From an optimization exercise on the open Yosys and OpenROAD flow, aimed at small area, a short achievable clock period and few clock cycles per item; shortcuts taken in it are not production practice. Where RTL was checked, it was by simulation tests only, not by an equivalence proof against the original. For runs 2 and 3, only the layout was checked, not whether the RTL still works.

==> flow/design.v (outline; a module is shown in full before it is edited, if it fits) <==
// module systolic_array_os: 3034 lines
// module sa_fa: 4 lines
// module sa_ha: 4 lines
module systolic_array_os #(
  parameter  int N      = 4,
  parameter  int DATA_W = 8,
  parameter  int ACC_W  = 24,
  parameter  int MAX_K  = 64,
  localparam int KW     = $clog2(MAX_K + 1),
  localparam int IW     = (N > 1) ? $clog2(N) : 1
) (
  input  logic                clk,
  input  logic                reset_n,
  input  logic                start,
  input  logic [KW-1:0]       k_len,
  input  logic                in_valid,
  output logic                in_ready,
  input  logic [N*DATA_W-1:0] a_vec,
  input  logic [N*DATA_W-1:0] b_vec,
  output logic                out_valid,
  input  logic                out_ready,
  output logic [IW-1:0]       out_idx,
  output logic [N*ACC_W-1:0]  out_row,
  output logic                busy,
  output logic                done
);
  // ...
==> flow/flow/run.sh <==
#!/bin/bash
set -euo pipefail
bash standard.sh SETUP_SLACK_MARGIN=5.7 finish > standard.log 2>&1
==> flow/standard.sh <==
#!/bin/bash
# synth_recipe.tcl (not shown) runs the flow's synth.tcl, then flattens the netlist and writes it again
# the make line also repeats each setting of config.mk as NAME=value (left out here)
make -C /OpenROAD-flow-scripts/flow DESIGN_CONFIG=/design/flow/config.mk WORK_HOME=/design/flow/orfs CLKGATE_MAP_FILE= SYNTH_SCRIPT=/design/flow/synth_recipe.tcl "${@:-finish}"
==> flow/config.mk <==
export PLATFORM = sky130hd
export DESIGN_NAME = systolic_array_os
export DESIGN_NICKNAME = systolic_array_os
export VERILOG_FILES = /design/flow/design.v
export SDC_FILE = /design/flow/constraint.sdc
export NUM_CORES = 4
export LEC_CHECK = 0
export CAP_MARGIN = 20
export CORE_MARGIN = 2
export CORE_UTILIZATION = 40
export SLEW_MARGIN = 20
export SYNTH_HIERARCHICAL = 1
==> flow/constraint.sdc <==
create_clock -name core_clock -period 9.0 [get_ports {clk}]
set_input_delay 1.8000 -clock core_clock [delete_from_list [all_inputs] [get_ports {clk}]]
set_output_delay 1.8000 -clock core_clock [all_outputs]
set_load 0.01 [all_outputs]
==> impl_metrics.csv, run 1 <==
group,metric,value,unit
outcome,status,"no timing/DRC/antenna violations",
global_route,busiest_layer,"met2",
synthesis,synth_area,0.0587,mm²
synthesis,synthAdderAreaFrac,31.5,%
worst_hold_path,min_path_cells,0,
final_layout,biggestCellCategory,"multi-input gates",
synthesis,yosys.area.top_type_share,24.0,%
timing,finalCritPeriodShare,36.6,%
clock_tree,cts.repair_timing.setup_buffer_count,26,
setup_path,path_class,"in2reg",
clock_tree,clock-root-buffer,"clkbuf_16",
final_layout,fin_util,45.7,%
route,drtAntennaViolNets,0,
final_layout,top_regs,"acc0: 240 flops, acc1: 240 flops, accu: 112 flops",
clock_tree,ctsHoldBuffers,0,
setup_path,cp-end-kind,"flip-flop",
setup_path,endpoint,"out_q[0][3]$_DFFE_PP_",
job,maxCapViolations,0,
setup_path,critPathMaxStageDelay,0.51,ns
final_layout,inverters,453,
final_layout,finalInstanceArea,0.0666,mm²
timing,hold_viol,0,
synthesis,ys_top_cells_by_count,"713 x a22oi_1, 704 x dfxtp_1, 676 x fa_1",
placed_design,place_area,0.0620,mm²
synthesis,ys_types,61,
final_layout,clock_buffers,132,
clock_tree,htree_levels,3,
synthesis,synth_edf_count,88,
global_route,grt_max_degree,215,
clock_tree,path_clk_slew,0.06,ns
final_layout,fin_nets,6740,
Testbench counts, summed over its fixed seeds: cycles 15,559, jobs 384.
==> run 2, diff against run 1 <==
--- a/flow/design.v
+++ b/flow/design.v
@@ -49,17 +49,17 @@
       ir_q   <= 1'b0;
       wait_q <= 1'b0;
       ld_q   <= 1'b0;
       ov_q   <= 1'b0;
       clr_q  <= 1'b0;
       done_q <= 1'b0;
       kr_q   <= '0;
       row_q  <= '0;
-      sel_q  <= 1;
+      sel_q  <= '0;
     end else begin
       clr_q  <= start_acc;
       done_q <= take && last_row;
       wait_q <= (start_acc && k_len == '0) || (accept && last_beat);
       ld_q   <= wait_q;
       if (start_acc) begin
         busy_q <= 1'b1;
         ir_q   <= k_len != '0;
@@ -69,17 +69,18 @@
         if (accept) begin
           kr_q <= kr_q - KW'(1);
           if (last_beat) ir_q <= 1'b0;
         end
       end
       if (ld_q) ov_q <= 1'b1;
       else if (take && last_row) ov_q <= 1'b0;
       if (take) row_q <= row_q + IW'(1);
-      if (load) sel_q <= {sel_q[N-2:0], sel_q[N-1]};
+      if (start_acc) sel_q <= 1;
+      else if (load) sel_q <= {sel_q[N-2:0], sel_q[N-1]};
     end
   end
   logic [DATA_W-1:0]   a_q  [N];
   logic [DATA_W/2-1:0] b1_q [N];
   logic [DATA_W/2-1:0] b2_q [N];
   logic [DATA_W/2-1:0] bn_q [N];
   always_ff @(posedge clk) begin
     for (int i = 0; i < N; i++) a_q[i] <= accept ? a_vec[i*DATA_W +: DATA_W] : '0;
@@ -134,23 +135,20 @@
         rs1[j] = rs1[j] | (acc1[r][j] & MASK1 & {B{sel_q[r]}});
         ru[j]  = ru[j] | (accu[r][j] & {(SW-B){sel_q[r]}});
         rc[j]  = rc[j] | (cq[r][j] & {NCQ{sel_q[r]}});
       end
     end
   end
   for (genvar j = 0; j < N; j++) begin : g_cpa
     logic [SW-1:0] x, y, p, g;
-    always_comb begin
-      logic [SW-B:0] hi;
-      hi = {1'b0, ru[j]};
-      for (int q = 0; q < NCQ; q++) hi = hi + (SW-B+1)'(rc[j][q]);
-      x = {hi[SW-B-1:0], rs0[j]};
-      y = {{(SW-B){1'b0}}, rs1[j]};
-    end
+    wire fs = ru[j][0] ^ rc[j][0] ^ rc[j][1];
+    wire fc = (ru[j][0] & rc[j][0]) | (ru[j][0] & rc[j][1]) | (rc[j][0] & rc[j][1]);
+    assign x = {ru[j][SW-B-1:1], fs, rs0[j]};
+    assign y = {{(SW-B-2){1'b0}}, fc, 1'b0, rs1[j]};
     assign p = x ^ y;
     assign g = x & y;
     wire g0 = g[1] | (p[1] & g[0]);
     wire g1 = g[3] | (p[3] & g[2]);
     wire p1 = p[3] & p[2];
     wire g2 = g[5] | (p[5] & g[4]);
     wire p2 = p[5] & p[4];
     wire g3 = g[7] | (p[7] & g[6]);
@@ -240,17 +238,17 @@
     assign res[j][20] = p[20] ^ g42;
     assign res[j][21] = p[21] ^ g43;
   end
   always_ff @(posedge clk) begin
     for (int j = 0; j < N; j++)
       if (load) out_q[j] <= res[j];
   end
   always_comb begin
-    for (int j = 0; j < N; j++) out_row[j*ACC_W +: ACC_W] = {{(ACC_W-SW){out_q[j][SW-1]}}, out_q[j]};
+    for (int j = 0; j < N; j++) out_row[j*ACC_W +: ACC_W] = ACC_W'($signed(out_q[j]));
   end
   wire m00_w0 = (b1_q[0][0] & a_q[0][0]) ^ bn_q[0][0];
   wire m00_w1 = ((b1_q[0][0] & a_q[0][1]) | (b2_q[0][0] & a_q[0][0])) ^ bn_q[0][0];
   wire m00_w2 = ((b1_q[0][0] & a_q[0][2]) | (b2_q[0][0] & a_q[0][1])) ^ bn_q[0][0];
   wire m00_w3 = ((b1_q[0][0] & a_q[0][3]) | (b2_q[0][0] & a_q[0][2])) ^ bn_q[0][0];
   wire m00_w4 = ((b1_q[0][0] & a_q[0][4]) | (b2_q[0][0] & a_q[0][3])) ^ bn_q[0][0];
   wire m00_w5 = ((b1_q[0][0] & a_q[0][5]) | (b2_q[0][0] & a_q[0][4])) ^ bn_q[0][0];
   wire m00_w6 = ((b1_q[0][0] & a_q[0][6]) | (b2_q[0][0] & a_q[0][5])) ^ bn_q[0][0];
==> flow/flow/run.sh (replaced) <==
#!/bin/bash
# Standard layout, with timing repair aiming past the design's clock period.
set -euo pipefail
cp standard.sh standard_copy.log
bash standard.sh SETUP_SLACK_MARGIN=6 finish > standard.log 2>&1
==> impl_metrics.csv, run 2 <==
group,metric,value,unit
clock_tree,cts_tree,"done",
timing,tns,0,ns
global_route,grt_overflow_total,0,
route,wire_per_inst,24.2,µm
synthesis,ys_ff_latch,812,
placed_design,dp.cells,7354,
floorplanning,core,0.146,mm²
route,wirelength,187000,µm
synthesis,avgSynthCellArea,10.5,µm²
worst_hold_path,hold_class,"reg2reg",
synthesis,synth_cells,5603,
floorplanning,die_h,387,µm
setup_path,required,9.47,ns
synthesis,yosys.area.top_type_share,24.0,%
outcome,status,"no timing/DRC/antenna violations",
worst_hold_path,min_to,"ld_q$_DFF_PN0_",
floorplanning,die_x,387,µm
final_layout,fin_util,47.7,%
worst_hold_path,min_path_cells,0,
floorplanning,io_pins,178,
floorplanning,rows,140,
route,drt_iter0_drc,3478,
synthesis,ys_top_cells_by_count,"709 x a22oi_1, 704 x dfxtp_1, 680 x fa_1",
setup_path,path_class,"reg2reg",
timing,fin_worst_skew,0.0230,ns
synthesis,synth_edf_count,88,
worst_hold_path,holdCritStartpoint,"wait_q$_DFF_PN0_",
route,drcViolationCount,0,
clock_tree,worstSkewPairLatency,0.73,ns
synthesis,synthMostInstantiatedCell,"a22oi_1",
route,firstDrtPassIters,5,
synthesis,ys_types,53,
synthesis,yosys_warnings,41,
setup_path,r2r_end,"out_q[1][16]$_DFFE_PP_",
clock_tree,cts.sinks,812,
floorplanning,start_util,40.3,%
setup_path,crit_fanout,10,
floorplanning,dieArea,0.150,mm²
final_layout,n_fill_cell,13200,
final_layout,final_cell_mix,"669 x dfxtp_1, 664 x fa_1, 609 x a22oi_1",
setup_path,start_kind,"flip-flop",
global_route,grt_pass1_vias,44800,
setup_path,critPathMaxStageDelay,0.54,ns
timing,hold_viol,0,
setup_path,cp-end-kind,"flip-flop",
clock_tree,htree_levels,3,
setup_path,crit_slowest_cell,"dfrtp_4",
synthesis,seq_area_frac_synth,29.3,%
final_layout,finalNonFillerCells,7736,
global_route,grt_max_degree,170,
setup_path,rrSetupSlack,5.64,ns
timing,relSlewSlack,29.9,%
synthesis,synth_area_leaders,"dfxtp_1 24%, fa_1 23%, a22oi_1 9.1%, ha_1 8.3%, xnor2_1 8.3%",
timing,slew_violations,0,
final_layout,drive_gt1_share,15.2,%
timing,tightest_slew,1.05,ns
clock_tree,clk_path_buf_depth,3,
synthesis,syn_nets,6750,
placed_design,dp_hpwl,108000,µm
job,maxCapViolations,0,
timing,min_period,3.36,ns
final_layout,layout_commonest_cell,"dfxtp_1",
setup_path,path_cells,"buf_12 > buf_12 > buf_16 > a22oi_1 > nand2_1 > ha_4 > nand2_1 > a211oi_2 > o21a_1 > nor2_4 > o221ai_2 > nand2b_1 > fa_2 > inv_1",
final_layout,area_growth,18.2,%
global_route,antenna_found_initial,3,
setup_path,worstPathArrival,3.83,ns
timing,finalCritPeriodShare,37.4,%
final_layout,fin_nets,6880,
placed_design,routabilityCongestion,0.837,
clock_tree,cts_made_buffers,97,
clock_tree,clock-root-buffer,"clkbuf_16",
final_layout,top_regs,"acc0: 240 flops, acc1: 240 flops, accu: 112 flops",
route,vias_per_cell,5.50,
synthesis,synthArstFlopShare,2.46,%
timing,setup_ws,5.64,ns
clock_tree,path_clk_slew,0.06,ns
synthesis,yosysTopAreaCell,"dfxtp_1",
setup_path,rr_startpoint,"sel_q[2]$_DFFE_PN0P_",
route,drtAntennaViolNets,0,
setup_path,reg2reg_depth,14,
placed_design,place_ws,4.34,ns
global_route,grt_pass1_wl,284000,µm
placed_design,portBuffers,177,
timing,fmax,0.297,GHz
timing,finalSetupViolCount,0,
synthesis,synth_ff_type,"dfxtp_1",
route,via_count,42600,
synthesis,synth_area,0.0588,mm²
timing,rsz0062_at_grt,"true",
global_route,grt_usage,24.9,%
-- run 2: changes by cell type after synthesis, sizes merged, moves of 8 or more --
cell / change
nor2: +12
inv: +11
nand2b: +12
xor2: -25
a211oi: +9
o21bai: -9
a21oi: +15
buf: +24
o211ai: +8
nand3: -11
clkbuf: -24
-- run 2: layer usage --
metal / GRT usage, % / routed length [µm] / up-vias
met2: 39.1 / 84100 / 1583
met3: 4.19 / 13800 / 329
li1: - / - / 18900
met4: 10.0 / 7720 / 0
met1: 34.1 / 81800 / 21700
met5: 0 / 0 / -
-- run 2: how the worst max path moves through the flow --
| stage | startpoint | end | cells past startpoint | slack, ns |
|---|---|---|---|---|
| finish | sel_q[2]$_DFFE_PN0P_ | out_q[1][16]$_DFFE_PP_ | 14 | 5.64 |
| global route | sel_q[1]$_DFFE_PN0P_ | out_q[3][21]$_DFFE_PP_ | 13 | 5.51 |
| CTS | sel_q[0]$_DFFE_PN0P_ | out_q[3][21]$_DFFE_PP_ | 13 | 5.64 |
| detailed placement | out_ready | out_q[3][20]$_DFFE_PP_ | 7 | 4.34 |
| global placement | out_ready | out_q[3][19]$_DFFE_PP_ | 7 | 4.39 |
| floorplan | out_ready | sel_q[0]$_DFFE_PN0P_ | 5 | 5.17 |
-- run 2: worst max-delay path: cells and delay by family, from the launching register on --
family / cells / cell delay (ns)
compound gates: 4 / 0.85
fa+ha+maj: 2 / 0.82
flops: 1 / 0.54
buf+inv: 4 / 0.51
simple gates: 4 / 0.36
-- run 2: cells by family after synthesis --
family          share of synthesized area, %
mux                                    0.300
buf+inv                                 5.91
flops                                   29.3
compound gates                          13.0
simple gates                            9.74
fa+ha+maj                               31.5
xor+xnor                                10.2
-- run 2: layout make-up --
class	instances	area (µm²)	share of cell area [%]
Antenna cell	2	5.00	0.00720
Clock buffer	124	2680	3.86
Clock inverter	59	613	0.882
Inverter	464	1750	2.52
Multi-Input combinational cell	3902	39700	57.2
Sequential cell	812	17400	25.0
Tap cell	1917	2400	3.45
Timing Repair Buffer	456	4960	7.14
-- run 2: timing repair --
action | in CTS | in global routing
pin swaps | 101 | 63
setup buffers | 141 | 23
resized for setup | 711 | 135
hold buffers | 0 | 0
hold endpoints to repair | 0 | 0
gates cloned | 33 | 0
endpoints found under the setup margin | 335 | 248
-- run 2: stage by stage --
step	instance area (µm²)	hold WS (ns)
6_report	69500	0.349
2_1_floorplan	59100	0.331
3_3_place_gp	62200	0.332
3_5_place_dp	62200	0.338
4_1_cts	68700	0.351
5_1_grt	69500	0.354
-- run 2: per-module statistics from Yosys, one instance, submodules excluded --
module	area, µm²	copies in the design
sa_ha	12.5	160
sa_fa	20.0	640
systolic_array_os	44000	1
==> run 3, diff against run 2 <==
--- a/flow/config.mk
+++ b/flow/config.mk
@@ -9,3 +9,5 @@
 export CORE_MARGIN = 2
-export CORE_UTILIZATION = 40
+export CORE_UTILIZATION = 60
+export CTS_CLUSTER_DIAMETER = 80
+export CTS_CLUSTER_SIZE = 30
 export SLEW_MARGIN = 20
==> impl_metrics.csv, run 3 <==
group,metric,value,unit
placed_design,routabilityCongestion,0.831,
floorplanning,core,0.0969,mm²
setup_path,worstPathArrival,4.06,ns
setup_path,path_class,"reg2reg",
placed_design,portBuffers,177,
timing,setup_ws,5.41,ns
clock_tree,clock-root-buffer,"clkbuf_16",
placed_design,dp_hpwl,103000,µm
synthesis,avgSynthCellArea,10.5,µm²
setup_path,rrSetupSlack,5.41,ns
floorplanning,rows,114,
synthesis,synth_edf_count,88,
global_route,grt_pass1_wl,267000,µm
synthesis,synthArstFlopShare,2.46,%
synthesis,synth_area,0.0588,mm²
clock_tree,cts_tree,"done",
final_layout,top_regs,"acc0: 240 flops, acc1: 240 flops, accu: 112 flops",
final_layout,layout_commonest_cell,"dfxtp_1",
worst_hold_path,hold_class,"reg2reg",
global_route,grt_overflow_total,0,
global_route,grt_pass1_vias,44200,
clock_tree,cts_made_buffers,48,
final_layout,drive_gt1_share,13.6,%
floorplanning,dieArea,0.100,mm²
setup_path,critPathMaxStageDelay,0.58,ns
floorplanning,start_util,60.7,%
timing,rsz0062_at_grt,"true",
setup_path,path_cells,"buf_4 > buf_12 > buf_16 > a22oi_1 > nand2_1 > ha_4 > o21a_1 > o211ai_1 > buf_4 > a211oi_4 > o21ai_2 > o21ba_4 > fa_2 > inv_2",
floorplanning,die_h,317,µm
route,drt_iter0_drc,3625,
route,firstDrtPassIters,6,
final_layout,finalNonFillerCells,6972,
setup_path,required,9.47,ns
final_layout,antenna_cells,0,
route,vias_per_cell,6.07,
timing,tns,0,ns
synthesis,synthMostInstantiatedCell,"a22oi_1",
clock_tree,ctsHoldBuffers,0,
clock_tree,htree_levels,2,
global_route,grt_usage,35.3,%
timing,fmax,0.278,GHz
route,wirelength,175000,µm
placed_design,dp.cells,6705,
clock_tree,clk_path_buf_depth,3,
setup_path,crit_slowest_cell,"dfrtp_4",
timing,relSlewSlack,32.9,%
placed_design,place_ws,4.42,ns
synthesis,synth_area_leaders,"dfxtp_1 24%, fa_1 23%, a22oi_1 9.1%, ha_1 8.3%, xnor2_1 8.3%",
outcome,status,"no timing/DRC/antenna violations",
route,wire_per_inst,25.1,µm
route,drcViolationCount,0,
clock_tree,path_clk_slew,0.11,ns
synthesis,ys_top_cells_by_count,"709 x a22oi_1, 704 x dfxtp_1, 680 x fa_1",
global_route,antenna_found_initial,2,
global_route,grt_max_degree,183,
final_layout,fin_util,68.9,%
synthesis,synth_cells,5603,
final_layout,area_growth,13.5,%
setup_path,cpMostUsedCell,"buf_4",
setup_path,start_kind,"flip-flop",
synthesis,yosysTopAreaCell,"dfxtp_1",
timing,min_period,3.59,ns
setup_path,cp-end-kind,"flip-flop",
timing,hold_viol,0,
synthesis,synth_ff_type,"dfxtp_1",
synthesis,ys_ff_latch,812,
timing,tightest_slew,1.01,ns
timing,finalCritPeriodShare,39.9,%
final_layout,final_cell_mix,"665 x dfxtp_1, 663 x fa_1, 638 x a22oi_1",
final_layout,fin_nets,6805,
route,drtAntennaViolNets,0,
floorplanning,die_x,317,µm
clock_tree,worstSkewPairLatency,0.69,ns
job,maxCapViolations,0,
setup_path,crit_fanout,31,
timing,fin_worst_skew,0.0268,ns
synthesis,ys_types,53,
synthesis,yosys_warnings,41,
synthesis,syn_nets,6750,
clock_tree,cts.sinks,812,
synthesis,yosys.area.top_type_share,24.0,%
route,via_count,42300,
timing,slew_violations,0,
timing,finalSetupViolCount,0,
floorplanning,io_pins,178,
synthesis,seq_area_frac_synth,29.3,%
[run 3: final timing paths]
check	startpoint	endpoint	depth (start not counted)
max in group asynchronous	reset_n	clr_q$_DFF_PN0_	1
worst max register to register	sel_q[3]$_DFFE_PN0P_	out_q[0][16]$_DFFE_PP_	14
worst max-delay path	sel_q[3]$_DFFE_PN0P_	out_q[0][16]$_DFFE_PP_	14
worst min-delay path	wait_q$_DFF_PN0_	ld_q$_DFF_PN0_	0
min in group asynchronous	reset_n	sel_q[3]$_DFFE_PN0P_	1
worst min register to register	wait_q$_DFF_PN0_	ld_q$_DFF_PN0_	0
[run 3: routing by layer]
layer | up-vias | share of wire, % | track usage [%]
met5 | - | 0.014 | 0
met4 | 4 | 4.4 | 13.4
met3 | 369 | 8.9 | 6.75
met2 | 1892 | 46 | 56.8
met1 | 21400 | 41 | 47.4
li1 | 18700 | - | -
[run 3: metrics by stage]
step                      cell area (µm²)  hold slack [ns]
after floorplan                     59100            0.331
after global routing                66700            0.367
after global placement              61300            0.335
after CTS                           65600            0.361
final                               66700            0.360
after detailed placement            61300            0.335
[run 3: cell type report]
class                           instances  area [µm²]
Multi-Input combinational cell       3902       39600
Fill cell                            7459       30200
Sequential cell                       812       17400
Timing Repair Buffer                  429        4620
Inverter                              464        1750
Tap cell                             1276        1600
Clock buffer                           56        1330
Clock inverter                         32         429
Timing Repair inverter                  1        7.51
[run 3: cells by family (layout without fill, tap and decap cells)]
group	count (synthesis)	in the layout	synth area share (%)
mux	16	16	0.300
compound gates	1068	1068	13.0
simple gates	1061	1061	9.74
fa+ha+maj	1071	1071	31.5
buf+inv	889	982	5.91
flops	812	812	29.3
xor+xnor	686	686	10.2
[run 3: per-module statistics from Yosys, one instance, submodules excluded]
| module | flops+latches | area, µm² | times used |
|---|---|---|---|
| systolic_array_os | 812 | 44000 | 1 |
| sa_ha | 0 | 12.5 | 160 |
| sa_fa | 0 | 20.0 | 640 |
[run 3: worst max-delay path, delay by kind of cell, from the launching register on]
kind	cells	cell delay (ns)
DFF	1	0.58
adders and majority gates	2	0.84
buffers and inverters	5	0.68
and+or+nand+nor	1	0.12
AOI/OAI and AO/OA	6	1.11
[run 3: timing repair]
action	4_1_cts	5_1_grt
buffers inserted	112	41
gates cloned	23	3
pin swaps	73	63
endpoints found under the setup margin	341	403
resized for setup	686	160

port drivers added, routing unchanged:
How much do the figures lean on ideal ports? The routed layouts below were timed once more, with nothing changed but the port constraints. Step 1 sets driving cells, clkbuf_16 on the clock port and buf_2 on the other inputs (assumed; they add their load-dependent delay and slew). Step 2 also shifts input and output timing later by t, the mid clock arrival at the registers, as if the neighbouring blocks saw the same clock. Slacks: ideal ports / drivers / drivers and shift; pairs: ideal ports / drivers.
| run | shift t [ns] | setup slack, ns | hold slack, ns | worst register clock-pin slew, ns | worst slew at a driven data input, ns |
|---|---|---|---|---|---|
| run 1 | 0.794 | 5.705 / 5.672 / 4.963 | 0.347 / 0.347 / 0.347 | 0.07 / 0.07 | 0.04 |
| run 2 | 0.792 | 5.638 / 5.636 / 5.325 | 0.349 / 0.349 / 0.349 | 0.07 / 0.07 | 0.06 |
| run 3 | 0.754 | 5.408 / 5.408 / 5.370 | 0.360 / 0.360 / 0.360 | 0.12 / 0.12 | 0.06 |
After both steps setup and hold are still met in every run listed. For run 1, which loses most, drivers alone change the setup slack by -0.033 ns; drivers and shift together by -0.742 ns.
